Background: an optimization exercise with open tools, aiming at a short achievable clock period and few clock cycles per item. Do not read the settings as production practice. In this exercise RTL edits were held to simulation tests only and were not proved equivalent to the original. The flow treats the clock pin as an ideal source, which a real chip does not have. Power is estimated from default activity; no workload was simulated.

--- flow/constraint.sdc ---
create_clock -name core_clock -period 9.0 [get_ports {i_clk}]
set_input_delay 1.8000 -clock core_clock [delete_from_list [all_inputs] [get_ports {i_clk}]]
set_output_delay 1.8000 -clock core_clock [all_outputs]
set_load 0.01 [all_outputs]
--- flow/flow/mytree_post.tcl ---
# After the CTS step's repair (sourced as POST_CTS_TCL): remove the temporary
# root buffer of flow/mytree.tcl and put the region buffers on the clock port.
set block [ord::get_db_block]
set clknet [$block findNet i_clk]
set rinst [$block findInst clktree_root]
set rnet [$block findNet clktree_root_net]
set moved 0
foreach it [$rnet getITerms] {
  if {[$it getInst] == $rinst} { continue }
  $it disconnect
  $it connect $clknet
  incr moved
}
odb::dbInst_destroy $rinst
odb::dbNet_destroy $rnet
puts "mytree_post: [llength [$clknet getITerms]] cell pins on the clock port ($moved region buffers)"
--- flow/flow/mytree.tcl ---
set NQX 2
set NQY 2
set NMX 2
set NMY 2
set NX 2
set NY 4
set db [ord::get_db]
set block [ord::get_db_block]
set buf [$db findMaster sky130_fd_sc_hd__clkbuf_16]
set clknet [$block findNet i_clk]

proc place_at { inst x y } {
  set m [$inst getMaster]
  $inst setLocation [expr {$x - [$m getWidth] / 2}] [expr {$y - [$m getHeight] / 2}]
  $inst setPlacementStatus PLACED
}

# split items {obj x y} into nx columns by x, each into ny groups by y
proc grid_split { items nx ny } {
  set groups {}
  set sx [lsort -integer -index 1 $items]
  set n [llength $sx]
  set per [expr {int(ceil(double($n) / $nx))}]
  for {set c 0} {$c < $nx} {incr c} {
    set col [lrange $sx [expr {$c * $per}] [expr {($c + 1) * $per - 1}]]
    if {[llength $col] == 0} { continue }
    set sy [lsort -integer -index 2 $col]
    set m [llength $sy]
    set per2 [expr {int(ceil(double($m) / $ny))}]
    for {set r 0} {$r < $ny} {incr r} {
      set grp [lrange $sy [expr {$r * $per2}] [expr {($r + 1) * $per2 - 1}]]
      if {[llength $grp] > 0} { lappend groups $grp }
    }
  }
  return $groups
}

proc centroid { items } {
  set xs 0
  set ys 0
  foreach s $items {
    set xs [expr {$xs + [lindex $s 1]}]
    set ys [expr {$ys + [lindex $s 2]}]
  }
  return [list [expr {$xs / [llength $items]}] [expr {$ys / [llength $items]}]]
}

set sinks {}
foreach it [$clknet getITerms] {
  set bb [[$it getInst] getBBox]
  lappend sinks [list $it [expr {([$bb xMin] + [$bb xMax]) / 2}] [expr {([$bb yMin] + [$bb yMax]) / 2}]]
}
puts "mytree: [llength $sinks] clock sinks"

set li 0
set mi 0
set qi 0
set tops {}
foreach region [grid_split $sinks $NQX $NQY] {
  set mids {}
  foreach mgrp [grid_split $region $NMX $NMY] {
    set leaves {}
    foreach grp [grid_split $mgrp $NX $NY] {
      lassign [centroid $grp] cx cy
      set inst [odb::dbInst_create $block $buf "clktree_leaf_$li"]
      place_at $inst $cx $cy
      set net [odb::dbNet_create $block "clktree_leaf_net_$li"]
      $net setSigType CLOCK
      [$inst findITerm X] connect $net
      foreach s $grp {
        set it [lindex $s 0]
        $it disconnect
        $it connect $net
      }
      lappend leaves [list $inst $cx $cy]
      incr li
    }
    lassign [centroid $leaves] cx cy
    set minst [odb::dbInst_create $block $buf "clktree_mid_$mi"]
    place_at $minst $cx $cy
    set mnet [odb::dbNet_create $block "clktree_mid_net_$mi"]
    $mnet setSigType CLOCK
    [$minst findITerm X] connect $mnet
    foreach l $leaves {
      [[lindex $l 0] findITerm A] connect $mnet
    }
    lappend mids [list $minst $cx $cy]
    incr mi
  }
  lassign [centroid $mids] cx cy
  set qinst [odb::dbInst_create $block $buf "clktree_region_$qi"]
  place_at $qinst $cx $cy
  set qnet [odb::dbNet_create $block "clktree_region_net_$qi"]
  $qnet setSigType CLOCK
  [$qinst findITerm X] connect $qnet
  foreach m $mids {
    [[lindex $m 0] findITerm A] connect $qnet
  }
  lappend tops [list $qinst $cx $cy]
  incr qi
}

lassign [centroid $tops] cx cy
set rinst [odb::dbInst_create $block $buf "clktree_root"]
place_at $rinst $cx $cy
set rnet [odb::dbNet_create $block "clktree_root_net"]
$rnet setSigType CLOCK
[$rinst findITerm X] connect $rnet
foreach q $tops {
  [[lindex $q 0] findITerm A] connect $rnet
}
[$rinst findITerm A] connect $clknet
$clknet setSigType CLOCK
puts "mytree: $li leaf buffers, $mi middle buffers, $qi region buffers, temporary root"
--- flow/standard.sh ---
#!/bin/bash
# synth_recipe.tcl (not shown) runs the flow's synth.tcl, then flattens the netlist and writes it again
# the make line also repeats each setting of config.mk as NAME=value (left out here)
make -C /OpenROAD-flow-scripts/flow DESIGN_CONFIG=/design/flow/config.mk WORK_HOME=/design/flow/orfs CLKGATE_MAP_FILE= SYNTH_SCRIPT=/design/flow/synth_recipe.tcl "${@:-finish}"
--- flow/config.mk ---
export PLATFORM = sky130hd
export DESIGN_NAME = session_table_idle_timeout_unit
export DESIGN_NICKNAME = session_table_idle_timeout_unit
export VERILOG_FILES = /design/flow/design.v
export SDC_FILE = /design/flow/constraint.sdc
export NUM_CORES = 4
export LEC_CHECK = 0
export ABC_CLOCK_PERIOD_IN_PS = 2500
export CAP_MARGIN = 30
export CORE_MARGIN = 2
export CORE_UTILIZATION = 50
export SLEW_MARGIN = 20
--- flow/design.v ---
`default_nettype none
package sttu_pkg;
    localparam int SLOTS_DEF     = 8;
    localparam logic [31:0] TIMEOUT_RESET = 32'd3600;
    localparam int CMD_W   = 3;
    localparam int TIME_W  = 32;
    localparam int TOKEN_W = 64;
    localparam int SLOT_W  = 3;
    localparam int COUNT_W = 4;
    localparam int RES_W   = COUNT_W + 1 + SLOT_W + 1;
    localparam int PART_W  = 25;
    localparam logic [CMD_W-1:0] CMD_CREATE      = 3'd0;
    localparam logic [CMD_W-1:0] CMD_VALIDATE    = 3'd1;
    localparam logic [CMD_W-1:0] CMD_DESTROY     = 3'd2;
    localparam logic [CMD_W-1:0] CMD_DESTROY_ALL = 3'd3;
    localparam logic [CMD_W-1:0] CMD_COUNT       = 3'd4;
endpackage
`default_nettype wire
`default_nettype none
import sttu_pkg::*;
module sttu_cmp_part
#(
    parameter bit WITH_E = 1'b1    
) (
    input  wire logic [sttu_pkg::TIME_W-1:0]    i_now,
    input  wire logic [2*sttu_pkg::TOKEN_W-1:0] i_tok,
    input  wire logic [sttu_pkg::TIME_W-1:0]    i_la,
    input  wire logic [sttu_pkg::TIME_W-1:0]    i_e,
    input  wire logic                           i_wb,
    input  wire logic [2*sttu_pkg::TOKEN_W-1:0] i_etok,
    output logic      [sttu_pkg::PART_W-1:0]    o_part
);
    for (genvar c = 0; c < 8; c++) begin : g_tok
        assign o_part[c] = (i_tok[16*c +: 16] == i_etok[16*c +: 16]);
    end
    for (genvar b = 0; b < 4; b++) begin : g_byte
        assign o_part[8+b]  = (i_now[8*b +: 8] < i_la[8*b +: 8]);
        assign o_part[12+b] = (i_now[8*b +: 8] > i_la[8*b +: 8]);
        if (WITH_E) begin : g_e
            assign o_part[16+b] = (i_e[8*b +: 8]   < i_now[8*b +: 8]);
            assign o_part[20+b] = (i_e[8*b +: 8]  == i_now[8*b +: 8]);
        end else begin : g_no_e
            assign o_part[16+b] = 1'b0;
            assign o_part[20+b] = 1'b0;
        end
    end
    assign o_part[24] = WITH_E ? i_wb : 1'b0;
endmodule
module sttu_cmp_fin (
    input  wire logic [sttu_pkg::PART_W-1:0] i_part,
    output logic             o_eq,    
    output logic             o_lt,    
    output logic             o_gt,    
    output logic             o_nl     
);
    logic [3:0] llt, lgt, leq, elt, eeq;
    logic       e_lt;
    assign llt = i_part[11:8];
    assign lgt = i_part[15:12];
    assign elt = i_part[19:16];
    assign eeq = i_part[23:20];
    assign leq = ~llt & ~lgt;
    assign o_eq = &i_part[7:0];
    assign o_lt = llt[3] || (leq[3] && (llt[2] || (leq[2] && (llt[1] || (leq[1] && llt[0])))));
    assign o_gt = lgt[3] || (leq[3] && (lgt[2] || (leq[2] && (lgt[1] || (leq[1] && lgt[0])))));
    assign e_lt = elt[3] || (eeq[3] && (elt[2] || (eeq[2] && (elt[1] || (eeq[1] && elt[0])))));
    assign o_nl = i_part[24] ? (!o_lt || !e_lt) : (!o_lt && !e_lt);
endmodule
`default_nettype wire
`default_nettype none
import sttu_pkg::*;
module sttu_outq
#(
    parameter int DEPTH = 8,       
    parameter int LIMIT = 8        
) (
    input  wire logic                       i_clk,
    input  wire logic                       i_rst_n,
    input  wire logic                       i_acc,       
    input  wire logic                       i_hold,      
    input  wire logic                       i_res_v,     
    input  wire logic [sttu_pkg::RES_W-1:0] i_res,
    input  wire logic                       i_ready,     
    output logic                            o_valid,     
    output logic [sttu_pkg::RES_W-1:0]      o_data,
    output logic                            o_tready,
    output logic                            o_nready     
);
    localparam int PW = $clog2(DEPTH);
    logic [RES_W-1:0] mem [DEPTH];
    logic [PW-1:0]    r_rd, r_wr, rd_inc;
    logic             r_empty;
    logic [DEPTH-1:1] r_q;            
    logic [LIMIT-1:0] r_n;
    logic             dlv, one;
    logic [DEPTH-1:0] q_cur, q_next;
    logic [LIMIT-1:0] n_next;
    logic             tr_next;
    logic [RES_W-1:0] head_stay, head_pop, head_next;
    assign dlv    = !r_empty && i_ready;
    assign q_cur  = {r_q, !r_empty};
    assign one    = !r_empty && !r_q[1];
    assign rd_inc = r_rd + PW'(1);
    assign q_next = (i_res_v && !dlv) ? {q_cur[DEPTH-2:0], 1'b1} :
                    (!i_res_v && dlv) ? {1'b0, q_cur[DEPTH-1:1]} : q_cur;
    assign n_next = (i_acc && !dlv) ? {r_n[LIMIT-2:0], 1'b1} :
                    (!i_acc && dlv) ? {1'b0, r_n[LIMIT-1:1]} : r_n;
    assign tr_next = !n_next[LIMIT-1] && !i_hold;
    assign head_stay = (i_res_v && r_empty) ? i_res : mem[r_rd];
    assign head_pop  = (i_res_v && one) ? i_res : mem[rd_inc];
    assign head_next = dlv ? head_pop : head_stay;
    always_ff @(posedge i_clk) begin
        if (!i_rst_n) begin
            o_valid  <= 1'b0;
            r_empty  <= 1'b1;
            r_q      <= '0;
            r_rd     <= '0;
            r_wr     <= '0;
            r_n      <= '0;
            o_tready <= 1'b1;
            o_nready <= 1'b0;
        end else begin
            o_valid  <= q_next[0];
            r_empty  <= !q_next[0];
            r_q      <= q_next[DEPTH-1:1];
            if (dlv) begin
                r_rd <= rd_inc;
            end
            if (i_res_v) begin
                r_wr <= r_wr + PW'(1);
            end
            r_n      <= n_next;
            o_tready <= tr_next;
            o_nready <= !tr_next;
        end
    end
    always_ff @(posedge i_clk) begin
        o_data <= head_next;
        if (i_res_v) begin
            mem[r_wr] <= i_res;
        end
    end
endmodule
`default_nettype wire
`default_nettype none
import sttu_pkg::*;
module session_table_idle_timeout_unit
#(
    parameter int SLOTS = sttu_pkg::SLOTS_DEF
) (
    input  wire logic         i_clk,
    input  wire logic         i_rst_n,
    input  wire logic         i_cfg_valid,
    output logic              o_cfg_ready,
    input  wire logic [31:0]  i_cfg_data,       
    input  wire logic         i_s_axis_tvalid,
    output logic              o_s_axis_tready,
    input  wire logic [159:0] i_s_axis_tdata,   
    input  wire logic [2:0]   i_s_axis_tuser,   
    output logic              o_m_axis_tvalid,
    input  wire logic         i_m_axis_tready,
    output logic [15:0]       o_m_axis_tdata    
);
    localparam int TW = 2 * TOKEN_W;
    localparam int HW = TIME_W / 2;
    localparam int IW = $clog2(SLOTS);
    logic              r_rst;
    logic [TIME_W-1:0] r_timeout;
    localparam int RC_W     = 4;            
    localparam int RC_STEPS = TIME_W / RC_W;
    logic [RC_STEPS-1:0] r_rc;          
    always_ff @(posedge i_clk) begin
        r_rst <= !i_rst_n;
        if (i_rst_n && i_cfg_valid) begin
            r_timeout <= i_cfg_data;
        end else if (r_rst) begin
            r_timeout <= TIMEOUT_RESET;
        end
        if (r_rst) begin
            r_rc <= '0;
        end else begin
            r_rc <= (i_rst_n && i_cfg_valid) ? RC_STEPS'(1) : {r_rc[RC_STEPS-2:0], 1'b0};
        end
    end
    logic              nready;
    logic              acc;
    logic              s0_v;
    logic [CMD_W-1:0]  s0_cmd;
    logic [TIME_W-1:0] s0_now;
    logic [TW-1:0]     s0_tok;
    assign acc = i_rst_n && i_s_axis_tvalid && !nready;
    always_ff @(posedge i_clk) begin
        s0_v   <= acc;
        s0_cmd <= i_s_axis_tuser;
        s0_now <= i_s_axis_tdata[31:0];
        s0_tok <= {i_s_axis_tdata[95:32], i_s_axis_tdata[159:96]};
    end
    logic              q_v;
    logic [CMD_W-1:0]  q_cmd;
    logic [TIME_W-1:0] q_now;
    logic [TW-1:0]     q_tok;
    logic [HW:0]       q_elo;           
    logic [PART_W*SLOTS-1:0] q_part;
    logic [PART_W-1:0] q_party, q_partz;
    logic              c_v;
    logic              c_create, c_validate, c_destroy, c_dall, c_count;
    logic [TIME_W-1:0] c_now;
    logic [TIME_W-1:0] c_e;
    logic              c_wb;
    logic [TW-1:0]     c_tok;
    logic [SLOTS-1:0]  c_pm, c_pnl, c_plt, c_pgt;
    logic              c_zm, c_znl, c_zlt, c_zgt;
    logic [SLOTS-1:0]  w_t, w_l;
    logic [IW-1:0]     w_slot;
    logic              w_dot, w_dol;
    logic [TIME_W-1:0] w_now;
    logic [TIME_W-1:0] w_e;
    logic              w_wb;
    logic [TW-1:0]     w_tok;
    logic [SLOTS-1:0]  r_v;
    logic [SLOTS*SLOTS-1:0] r_m;
    logic [PART_W-1:0] p_partx, p_party, p_partz;
    logic [PART_W*SLOTS-1:0] p_part;
    for (genvar k = 0; k < SLOTS; k++) begin : g_slot
        logic [TW-1:0]     tok;
        logic [TIME_W-1:0] la;
        logic [TIME_W-1:0] e;
        logic              wb;
        logic              rc_c;
        logic [PART_W-1:0] part;
        logic              we_t, we_l;
        assign we_t = w_dot && (w_slot == IW'(k));
        assign we_l = w_dol && (w_slot == IW'(k));
        always_ff @(posedge i_clk) begin
            if (we_t) begin
                tok <= w_tok;
            end
            if (we_l) begin
                la <= w_now;
                e  <= w_e;
                wb <= w_wb;
            end else begin
                for (int j = 0; j < RC_STEPS - 1; j++) begin
                    if (r_rc[j]) begin
                        {rc_c, e[RC_W*j +: RC_W]} <= {1'b0, la[RC_W*j +: RC_W]}
                                                     + {1'b0, r_timeout[RC_W*j +: RC_W]}
                                                     + (RC_W+1)'(j != 0 && rc_c);
                    end
                end
                if (r_rc[RC_STEPS-1]) begin
                    {wb, e[TIME_W-1 -: RC_W]} <= {1'b0, la[TIME_W-1 -: RC_W]}
                                                 + {1'b0, r_timeout[TIME_W-1 -: RC_W]}
                                                 + (RC_W+1)'(rc_c);
                end
            end
        end
        sttu_cmp_part u_part (
            .i_now  (s0_now),
            .i_tok  (s0_tok),
            .i_la   (la),
            .i_e    (e),
            .i_wb   (wb),
            .i_etok (tok),
            .o_part (part)
        );
        assign p_part[PART_W*k +: 8]          = w_t[k] ? p_partx[7:0] : part[7:0];
        assign p_part[PART_W*k+8 +: PART_W-8] = w_l[k] ? p_partx[PART_W-1:8] : part[PART_W-1:8];
    end
    sttu_cmp_part u_part_x (
        .i_now  (s0_now),
        .i_tok  (s0_tok),
        .i_la   (w_now),
        .i_e    (w_e),
        .i_wb   (w_wb),
        .i_etok (w_tok),
        .o_part (p_partx)
    );
    sttu_cmp_part u_part_y (
        .i_now  (s0_now),
        .i_tok  (s0_tok),
        .i_la   (c_now),
        .i_e    (c_e),
        .i_wb   (c_wb),
        .i_etok (c_tok),
        .o_part (p_party)
    );
    sttu_cmp_part #(
        .WITH_E (1'b0)
    ) u_part_z (
        .i_now  (s0_now),
        .i_tok  (s0_tok),
        .i_la   (q_now),
        .i_e    (q_now),
        .i_wb   (1'b0),
        .i_etok (q_tok),
        .o_part (p_partz)
    );
    always_ff @(posedge i_clk) begin
        if (r_rst) begin
            q_v <= 1'b0;
        end else begin
            q_v <= s0_v;
        end
        q_cmd   <= s0_cmd;
        q_now   <= s0_now;
        q_tok   <= s0_tok;
        q_elo   <= {1'b0, s0_now[HW-1:0]} + {1'b0, r_timeout[HW-1:0]};
        q_part  <= p_part;
        q_party <= p_party;
        q_partz <= p_partz;
    end
    logic [SLOTS-1:0] f_eq, f_lt, f_gt, f_nl;
    logic             y_eq, y_lt, y_gt, y_nl;
    logic             z_eq, z_lt, z_gt, z_nl, z_le;
    logic [HW:0]      p_ehi;
    for (genvar k = 0; k < SLOTS; k++) begin : g_fin
        sttu_cmp_fin u_fin (
            .i_part (q_part[PART_W*k +: PART_W]),
            .o_eq   (f_eq[k]),
            .o_lt   (f_lt[k]),
            .o_gt   (f_gt[k]),
            .o_nl   (f_nl[k])
        );
    end
    sttu_cmp_fin u_fin_y (
        .i_part (q_party),
        .o_eq   (y_eq),
        .o_lt   (y_lt),
        .o_gt   (y_gt),
        .o_nl   (y_nl)
    );
    sttu_cmp_fin u_fin_z (
        .i_part (q_partz),
        .o_eq   (z_eq),
        .o_lt   (z_lt),
        .o_gt   (z_gt),
        .o_nl   ()
    );
    assign z_le  = !(c_e < q_now);
    assign z_nl  = c_wb ? (!z_lt || z_le) : (!z_lt && z_le);
    assign p_ehi = {1'b0, q_now[TIME_W-1:HW]} + {1'b0, r_timeout[TIME_W-1:HW]} + (HW+1)'(q_elo[HW]);
    always_ff @(posedge i_clk) begin
        if (r_rst) begin
            c_v <= 1'b0;
        end else begin
            c_v <= q_v;
        end
        c_create   <= (q_cmd == CMD_CREATE);
        c_validate <= (q_cmd == CMD_VALIDATE);
        c_destroy  <= (q_cmd == CMD_DESTROY);
        c_dall     <= (q_cmd == CMD_DESTROY_ALL);
        c_count    <= (q_cmd == CMD_COUNT);
        c_now      <= q_now;
        c_e        <= {p_ehi[HW-1:0], q_elo[HW-1:0]};
        c_wb       <= p_ehi[HW];
        c_tok      <= q_tok;
        for (int k = 0; k < SLOTS; k++) begin
            c_pm[k]  <= w_t[k] ? y_eq : f_eq[k];
            c_pnl[k] <= w_l[k] ? y_nl : f_nl[k];
            c_plt[k] <= w_l[k] ? y_lt : f_lt[k];
            c_pgt[k] <= w_l[k] ? y_gt : f_gt[k];
        end
        c_zm  <= z_eq;
        c_znl <= z_nl;
        c_zlt <= z_lt;
        c_zgt <= z_gt;
    end
    logic [SLOTS-1:0] m, nl, lt, gt;
    logic [SLOTS-1:0] live, hit, ff, fh, ev, sc;
    logic [SLOTS-1:0] n_v, n_t, n_l;
    logic             any_free, any_hit;
    logic [SLOT_W-1:0] slot_c, slot_h;
    logic [COUNT_W-2:0] cnt_lo, cnt_hi;
    always_comb begin
        for (int k = 0; k < SLOTS; k++) begin
            m[k]  = w_t[k] ? c_zm  : c_pm[k];
            nl[k] = w_l[k] ? c_znl : c_pnl[k];
            lt[k] = w_l[k] ? c_zlt : c_plt[k];
            gt[k] = w_l[k] ? c_zgt : c_pgt[k];
        end
        live = r_v & nl;
        hit  = r_v & m;
        any_free = 1'b0;
        any_hit  = 1'b0;
        for (int k = 0; k < SLOTS; k++) begin
            ff[k] = !live[k] && !any_free;
            fh[k] = hit[k] && !any_hit;
            any_free = any_free || !live[k];
            any_hit  = any_hit || hit[k];
        end
        for (int i = 0; i < SLOTS; i++) begin
            ev[i] = 1'b1;
            for (int j = 0; j < SLOTS; j++) begin
                if (j < i) begin
                    ev[i] = ev[i] && r_m[i*SLOTS+j];
                end else if (j > i) begin
                    ev[i] = ev[i] && !r_m[j*SLOTS+i];
                end
            end
        end
        sc = any_free ? ff : ev;
        n_t = '0;
        n_l = '0;
        n_v = r_v;
        if (c_v) begin
            if (c_create) begin
                n_v = live | sc;
                n_t = sc;
                n_l = sc;
            end
            if (c_count) begin
                n_v = live;
            end
            if (c_validate) begin
                n_v = r_v & ~(fh & ~nl);
                n_l = fh & nl;
            end
            if (c_destroy) begin
                n_v = r_v & ~fh;
            end
            if (c_dall) begin
                n_v = '0;
            end
        end
        slot_c = '0;
        slot_h = '0;
        cnt_lo = '0;
        cnt_hi = '0;
        for (int k = 0; k < SLOTS; k++) begin
            if (sc[k]) slot_c = slot_c | SLOT_W'(k);
            if (fh[k]) slot_h = slot_h | SLOT_W'(k);
            if (k < SLOTS / 2) begin
                cnt_lo = cnt_lo + (COUNT_W-1)'(live[k]);
            end else begin
                cnt_hi = cnt_hi + (COUNT_W-1)'(live[k]);
            end
        end
    end
    logic              r1_v;
    logic              r1_create, r1_validate, r1_destroy, r1_count;
    logic              r1_any_free, r1_any_hit, r1_ok_v;
    logic [SLOT_W-1:0] r1_slot_c, r1_slot_h;
    logic [COUNT_W-2:0] r1_cnt_lo, r1_cnt_hi;    
    always_ff @(posedge i_clk) begin
        if (r_rst) begin
            r_v   <= '0;
            w_t   <= '0;
            w_l   <= '0;
            w_dot <= 1'b0;
            w_dol <= 1'b0;
            r1_v  <= 1'b0;
        end else begin
            r_v   <= n_v;
            w_t   <= n_t;
            w_l   <= n_l;
            w_dot <= c_v && c_create;
            w_dol <= c_v && (c_create || (c_validate && |(fh & nl)));
            r1_v  <= c_v && i_rst_n;
        end
        w_slot <= c_create ? slot_c : slot_h;
        w_now  <= c_now;
        w_e    <= c_e;
        w_wb   <= c_wb;
        w_tok  <= c_tok;
        r1_create   <= c_create;
        r1_validate <= c_validate;
        r1_destroy  <= c_destroy;
        r1_count    <= c_count;
        r1_any_free <= any_free;
        r1_any_hit  <= any_hit;
        r1_ok_v     <= |(fh & nl);
        r1_slot_c   <= slot_c;
        r1_slot_h   <= slot_h;
        r1_cnt_lo   <= cnt_lo;
        r1_cnt_hi   <= cnt_hi;
        for (int i = 0; i < SLOTS; i++) begin
            for (int j = 0; j < SLOTS; j++) begin
                if (i == j) begin
                    r_m[i*SLOTS+j] <= 1'b0;
                end else if (n_l[i]) begin
                    r_m[i*SLOTS+j] <= lt[j];
                end else if (n_l[j]) begin
                    r_m[i*SLOTS+j] <= gt[i];
                end
            end
        end
    end
    logic [RES_W-1:0]   res;
    always_comb begin
        res = '0;
        if (r1_create) begin
            res = {COUNT_W'(0), !r1_any_free, r1_slot_c, 1'b1};
        end
        if (r1_validate) begin
            res = {COUNT_W'(0), 1'b0, r1_slot_h, r1_ok_v};
        end
        if (r1_destroy) begin
            res = {COUNT_W'(0), 1'b0, r1_slot_h, r1_any_hit};
        end
        if (r1_count) begin
            res = {COUNT_W'(r1_cnt_lo) + COUNT_W'(r1_cnt_hi), 1'b0, SLOT_W'(0), 1'b0};
        end
    end
    logic [RES_W-1:0] out_res;
    logic             tready;
    sttu_outq u_outq (
        .i_clk    (i_clk),
        .i_rst_n  (i_rst_n),
        .i_acc    (acc),
        .i_hold   (i_cfg_valid || |r_rc[RC_STEPS-2:0]),
        .i_res_v  (r1_v),
        .i_res    (res),
        .i_ready  (i_m_axis_tready),
        .o_valid  (o_m_axis_tvalid),
        .o_data   (out_res),
        .o_tready (tready),
        .o_nready (nready)
    );
    assign o_cfg_ready     = 1'b1;
    assign o_s_axis_tready = tready;
    assign o_m_axis_tdata  = {{(16-RES_W){1'b0}}, out_res};
endmodule
`default_nettype wire
--- flow/flow/run.sh ---
#!/bin/bash
set -euo pipefail
MARGIN=6.6
export PRE_CTS_TCL="$PWD/flow/mytree.tcl"
export POST_CTS_TCL="$PWD/flow/mytree_post.tcl"
export CTS_ARGS="-clk_nets i_clk -sink_clustering_enable -repair_clock_nets"
bash standard.sh SETUP_SLACK_MARGIN=$MARGIN finish > standard_flow.log 2>&1
==> results of run 1 <==
==> power by group through the flow <==
stage	combinational, uW	clock, uW	sequential (uW)
after floorplan	1350	0	14300
after global placement	1870	0	14700
after detailed placement	1930	0	14700
after global routing	2400	7400	14500
final	2200	6900	14400
==> Yosys cell counts, drive strengths merged, types with 4 or more instances <==
cell / number
a21boi: 4
a22oi: 7
and2: 21
o21ai: 511
a32oi: 8
clkbuf: 152
nand3: 30
o21bai: 14
nand4b: 4
o211a: 6
or2: 51
mux4: 36
xnor2: 442
a211o: 8
o211ai: 31
nor2: 283
nand4: 332
fa: 126
ha: 938
o31ai: 47
a211oi: 42
nor2b: 116
dfxtp: 1096
mux2i: 125
nor4: 296
nand2: 489
o41ai: 12
nor3b: 5
inv: 570
nand2b: 124
a22o: 9
nor3: 36
a31oi: 10
mux2: 45
buf: 166
xor2: 1120
and3: 31
or3: 5
o21a: 38
a21oi: 454
edfxtp: 1684
a21o: 257
o31a: 6
==> final timing paths <==
kind	cells after the start	startpoint	to	slack (ns)
max	12	r_timeout[4]$_SDFFCE_PN1P_	g_slot[5].rc_c$_DFFE_PP_	6.10
min	0	q_elo[15]$_DFF_P_	c_e[15]$_DFF_P_	0.33
max reg2reg	12	r_timeout[4]$_SDFFCE_PN1P_	g_slot[5].rc_c$_DFFE_PP_	6.10
min reg2reg	0	q_elo[15]$_DFF_P_	c_e[15]$_DFF_P_	0.33
==> cells in the final DEF, fill, tap and decap left out, types with 332 or more instances in the layout <==
cell / netlist / final
dfxtp_1: 1096 / 965
a21oi_1: 451 / 387
ha_1: 938 / 922
inv_1: 570 / 521
nand4_1: 332 / 332
o21ai_0: 502 / 419
nand2_1: 488 / 460
xnor2_1: 442 / 439
xor2_1: 1120 / 1119
edfxtp_1: 1684 / 1684
==> sequential cells by signal (all words and copies together), names as in the netlist, 72 cells and up, named ones only <==
signal      cells
q_tok         128
g_slot.tok   1024
s0_tok        128
c_tok         128
w_tok         128
u_outq.mem     72
q_part        191
g_slot.e      256
g_slot.la     256
==> metal layers <==
| layer | track usage | vias to the layer above | wire, um |
|---|---|---|---|
| met2 | 0.4731 | 2629 | 177300 |
| met5 | 0 | - | 81 |
| li1 | - | 35880 | - |
| met3 | 0.02502 | 592 | 21070 |
| met1 | 0.3959 | 39240 | 161500 |
| met4 | 0.1095 | 12 | 17460 |
==> cells by family (layout without fill, tap and decap cells) <==
logic type	count (synthesis)	after routing	synth area share
buffers and inverters	891	1378	0.02757
AO/OA/AOI/OAI	1488	1488	0.07128
flip-flops	2780	2780	0.5804
multiplexers	206	206	0.02066
other	2	15	0.00006011
AND/OR/NAND/NOR	1832	1835	0.07632
XOR/XNOR	1562	1562	0.1095
adder cells (fa/ha/maj)	1065	1065	0.1142
==> final cells by class <==
cell class / instances / share of cell area
diodes: 7 / 0.0001242
plain buffers: 148 / 0.02626
inverters: 573 / 0.01654
multi-input cells: 6164 / 0.3625
flip-flops and latches: 2780 / 0.5156
well taps: 3330 / 0.02954
repair buffers: 656 / 0.04933
repair inverters: 1 / 0.00005323
==> worst max-delay path: stages, from the launching register on <==
cell and delay, ns:
edfxtp_1 0.41, clkinvlp_4 0.12, buf_12 0.15, buf_4 0.14, fa_2 0.37, fa_2 0.37, nor2b_2 0.11, o21ai_1 0.08
a32oi_2 0.44, nor2_1 0.11, a21oi_2 0.22, o21ai_1 0.09, o21ai_1 0.14
==> per-stage QoR <==
step / area, um2 / setup WS (ns) / hold WS (ns) / cells
after detailed placement: 131300 / 4.679 / 0.3121 / 13200
after global placement: 131100 / 4.638 / 0.3102 / 13180
final: 141000 / 6.104 / 0.3310 / 13660
after floorplan: 125000 / 4.951 / 0.3096 / 9832
after global routing: 141000 / 6.029 / 0.3396 / 13650
==> metrics.yaml, run 1 <==
finalPower_uw: 23530
drc: 0
yosysSeqAreaShare: 0.5804
numPortBuffers: 210
synth_seq_cells: 2780
finalSetupViolCount: 0
hold_viol: 0
final.setup.tns_ns: 0
async_flop_share: 0
run_status: "timing/DRC/antenna clean"
p_per_area_mw_per_mm2: 166.8
grt_pass1_vias: 76940
grt_pass1_wl_um: 538000
synth_edf_count: 1684
finalCritPeriodShare: 0.3217
hpwlAfterDp_um: 257900
max_cap_violations: 0
gp_congestion: 0.9493
synth_top_area_share: 0.4048
pwr-share-comb: 0.094
synthesis.area_mm2: 0.1249
vias: 78360
synth_top_area_cell: "edfxtp_1"
worstPathArrival_ns: 3.37
coreArea_mm2: 0.2487
p_sw_frac: 0.2468
grt_overflow: 0
final_nets: 11590
die_area_mm2: 0.2539
die_h_um: 503.9
pin_count: 219
viasPerCell: 5.737
clock_latency_ns: 0.63
ir_worst_vdd_v: 0.0001603
start_util: 0.5024
yosysWarnings: 2
synthToLayoutAreaGrowth_pct: 12.90
synth.area.top_cells: "edfxtp_1, dfxtp_1, ha_1"
drv_slew: 0
clk_pin_slew_worst_paths_ns: 0.10
fin_util: 0.5672
min_path_type: "reg2reg"
final-seq-area_mm2: 0.07273
p_int_uw: 17720
antenna_found_initial: 13
syn_avg_cell_area_um2: 12.71
drt_pass1_iterations: 6
multi_input_area_mm2: 0.05113
fp.dieW_um: 503.9
p_leak_uw: 0.05457
finalCriticalPeriod_ns: 2.896
routed_wl_um: 377400
crit_fanout: 5
num_rows: 183
startpoint_type: "flip-flop"
p_clk_frac: 0.293
rsz0062_at_grt: "yes"
nFillCells: 20440
p_switching_uw: 5806
critPathCaptureType: "flip-flop"
fmax_mhz: 345.3
worst_ep_required_time_ns: 9.48
syn-instance-count: 9826
grt_max_degree: 129
drive_gt1_frac: 0.1243
finalClockSkew_ns: 0.05409
drt_iter0_drc: 7130
ant_nets: 0
wire_per_inst_um: 27.63
max_slew.worst_pin.slew_ns: 1.115
grt.total_usage: 0.2874
maxSlewHeadroom: 0.2565
crit_type: "reg2reg"
p_seq_frac: 0.613
ys_types: 85
synthFlopType: "edfxtp_1"
Testbench counts, summed over its fixed seeds: cycles 4,840, items 4,800.
==> inputs of run 2 (changes only) <==
--- a/flow/design.v
+++ b/flow/design.v
@@ -202,6 +202,7 @@
     logic [HW:0]       q_elo;           
     logic [PART_W*SLOTS-1:0] q_part;
     logic [PART_W-1:0] q_party, q_partz;
+    logic              q_zelt;          
     logic              c_v;
     logic              c_create, c_validate, c_destroy, c_dall, c_count;
     logic [TIME_W-1:0] c_now;
@@ -308,6 +309,7 @@
         q_part  <= p_part;
         q_party <= p_party;
         q_partz <= p_partz;
+        q_zelt  <= (q_elo[HW-1:0] < s0_now[HW-1:0]);
     end
     logic [SLOTS-1:0] f_eq, f_lt, f_gt, f_nl;
     logic             y_eq, y_lt, y_gt, y_nl;
@@ -336,7 +338,8 @@
         .o_gt   (z_gt),
         .o_nl   ()
     );
-    assign z_le  = !(c_e < q_now);
+    assign z_le  = !((c_e[TIME_W-1:HW] < q_now[TIME_W-1:HW]) ||
+                     ((c_e[TIME_W-1:HW] == q_now[TIME_W-1:HW]) && q_zelt));
     assign z_nl  = c_wb ? (!z_lt || z_le) : (!z_lt && z_le);
     assign p_ehi = {1'b0, q_now[TIME_W-1:HW]} + {1'b0, r_timeout[TIME_W-1:HW]} + (HW+1)'(q_elo[HW]);
     always_ff @(posedge i_clk) begin
--- a/flow/config.mk
+++ b/flow/config.mk
@@ -8,5 +8,5 @@
 export ABC_CLOCK_PERIOD_IN_PS = 2500
 export CAP_MARGIN = 30
 export CORE_MARGIN = 2
-export CORE_UTILIZATION = 50
+export CORE_UTILIZATION = 40
 export SLEW_MARGIN = 20
==> metrics.yaml, run 2 <==
run_status: "timing/DRC/antenna clean"
hold_viol: 0
cp_cell_sequence: "buf_12 > mux2i_4 > nor2_2 > ha_2 > nand2_2 > or4_4 > nor3_4 > buf_6 > mux2i_4 > o32a_1 > mux2i_1"
crit_type: "reg2reg"
drt_iter0_drc: 7475
p_per_area_mw_per_mm2: 165.4
yosysSeqAreaShare: 0.5775
max_cap_violations: 0
grt_overflow: 0
clock_latency_ns: 0.64
grt_pass1_wl_um: 546300
drv_slew: 0
crit_path_max_incr_delay_ns: 0.52
die_area_mm2: 0.3185
synthesis.area_mm2: 0.1256
async_flop_share: 0
largest_reg_flops: 1024
finalCritPeriodShare: 0.3362
ys_top_cells_by_count: "edfxtp_1, xor2_1, dfxtp_1"
yosys.area_share.simple: 0.07762
p_int_uw: 17740
max_slew.worst_pin.slew_ns: 1.123
grt.total_usage: 0.2322
finalCriticalPeriod_ns: 3.026
fp.dieW_um: 564.3
gp_congestion: 0.9227
p_leak_uw: 0.05509
yosysWarnings: 2
reg.largest.list: "g_slot.tok (1024), g_slot.e (256), g_slot.la (256)"
cp_slowest_cell: "or4_4"
clk_pin_slew_worst_paths_ns: 0.09
start_util: 0.4023
nFillCells: 27810
final_cell_mix: "edfxtp_1, xor2_1, dfxtp_1"
synthToLayoutAreaGrowth_pct: 13.28
routed_wl_um: 380300
synth_mux_area_frac: 0.01732
rsz0062_at_grt: "yes"
ir_worst_vdd_v: 0.0001327
hpwlAfterDp_um: 257100
largest_register: "g_slot.tok"
p_clk_frac: 0.293
min_path_type: "reg2reg"
pwr-share-comb: 0.094
viasPerCell: 5.456
finalClockSkew_ns: 0.08230
final_nets: 11630
synth_edf_count: 1684
p_sw_frac: 0.2458
pin_count: 219
grt_pass1_vias: 79060
synth_top_area_share: 0.4027
place_area_mm2: 0.1330
p_switching_uw: 5785
coreArea_mm2: 0.3122
synth_top_area_cell: "edfxtp_1"
p_seq_frac: 0.613
worstPathArrival_ns: 3.36
layout_commonest_cell: "edfxtp_1"
synth_compound_area_frac: 0.07685
drt_pass1_iterations: 6
final_area_mm2: 0.1423
fmax_mhz: 330.5
maxSlewHeadroom: 0.2502
synth_fa_ha_area_frac: 0.1143
ys_types: 81
syn_avg_cell_area_um2: 12.71
ant_nets: 0
antenna_found_initial: 24
vias: 79160
final.setup.tns_ns: 0
grt_max_degree: 129
drc: 0
crit_fanout: 5
wire_per_inst_um: 26.21
startpoint_type: "flip-flop"
critPathCaptureType: "flip-flop"
synth_seq_cells: 2781
syn-instance-count: 9879
die_h_um: 564.3
numPortBuffers: 210
cp_common_cell: "mux2i_4"
synth.area.top_cells: "edfxtp_1, dfxtp_1, ha_1"
yosysMostFrequentCell: "edfxtp_1"
synthXorXnorAreaFrac: 0.1087
drive_gt1_frac: 0.1170
finalSetupViolCount: 0
num_rows: 205
synthFlopType: "edfxtp_1"
synth_top_family_by_area: "adder cells"
hold_ws_ns: 0.3401
worst_ep_required_time_ns: 9.34
## run 2: cell count changes after synthesis, moves of 31 or more
cell,delta
a21oi_1,-57
mux2i_1,-53
o21a_1,+106
o21ai_0,-90
nand2_1,-31
nand3_1,+42
## run 2: worst max-delay path: cells and delay by family (launching register included)
family / cells / cell delay [ns]
simple gates: 4 / 1.00
mux: 3 / 0.59
buf+inv: 2 / 0.29
flops: 1 / 0.36
compound gates: 1 / 0.28
fa+ha+maj: 1 / 0.22
## run 2: final cells by class
type,instances,area [um2],share of cell area
diodes,9,22.52,0.0001583
plain buffers,148,3704,0.02603
inverters,565,2335,0.01641
multi-input cells,6208,51370,0.3611
flip-flops and latches,2781,72690,0.5110
well taps,4140,5180,0.03641
repair buffers,657,6954,0.04888
repair inverters,1,7.507,0.00005277
## run 2: cell families after synthesis
kind of cell / after synthesis
DFF: 2781
and+or+nand+nor: 1868
xor gates and xnor gates: 1559
AOI/OAI and AO/OA: 1532
adders and majority gates: 1074
buffers and inverters: 898
muxes: 165
other: 2
## run 2: routing by layer
layer / track usage / vias up / part of all wire
met1: 0.3239 / 39670 / 0.44
li1: - / 36270 / -
met5: 0 / - / 0.00015
met4: 0.08502 / 10 / 0.045
met2: 0.3755 / 2634 / 0.46
met3: 0.02232 / 570 / 0.061
## run 2: path summary, 6_finish.rpt
kind | slack, ns | endpoint | from | depth (start not counted)
max | 5.97 | r_m[8]$_DFFE_PP_ | w_l[1]$_SDFF_PP0_ | 11
min | 0.34 | w_tok[36]$_DFF_P_ | c_tok[36]$_DFF_P_ | 0
min reg2reg | 0.34 | w_tok[36]$_DFF_P_ | c_tok[36]$_DFF_P_ | 0
max reg2reg | 5.97 | r_m[8]$_DFFE_PP_ | w_l[1]$_SDFF_PP0_ | 11
## run 2: power by group through the flow
stage	Clock [uW]	Combinational [uW]	Sequential, uW
after floorplan	0	1380	14300
after global placement	0	1870	14700
after detailed placement	0	1940	14700
after global routing	7400	2420	14400
final	6900	2220	14400
## run 2: through the flow
stage | util | setup WS (ns) | power, uW | std cells
final | 0.4557 | 5.974 | 23530 | 14510
after global routing | 0.4557 | 5.859 | 24260 | 14500
after detailed placement | 0.4261 | 4.728 | 16650 | 14060
after global placement | 0.4253 | 4.259 | 16570 | 14040
after floorplan | - | 4.951 | 15660 | 9885
Testbench counts of run 2, summed over its fixed seeds: cycles 4,840, items 4,800.

==> what the ideal ports hide <==
The results above use ideal ports. As a check the final layouts listed here were re-extracted and re-timed, cells and wires unchanged. Step 1 sets driving cells, clkbuf_16 on the clock port and buf_2 on the other inputs (assumed; they add their load-dependent delay and slew). Step 2, shift: input delay + t, output delay - t, t = (earliest + latest rising clock arrival at the registers) / 2. This alone moves slack from input paths to output paths. Three values: ideal, step 1, step 2; two values: the first two.
| run | t, ns | setup WS [ns] | worst slew at a driven data input, ns |
|---|---|---|---|
| run 1 | 0.797 | 6.104 / 5.924 / 5.639 | 0.16 |
| run 2 | 0.799 | 5.974 / 5.866 / 5.890 | 0.20 |
After both steps setup and hold are still met in every run listed. For run 1, which loses most, drivers alone change the setup slack by -0.180 ns; drivers and shift together by -0.465 ns.
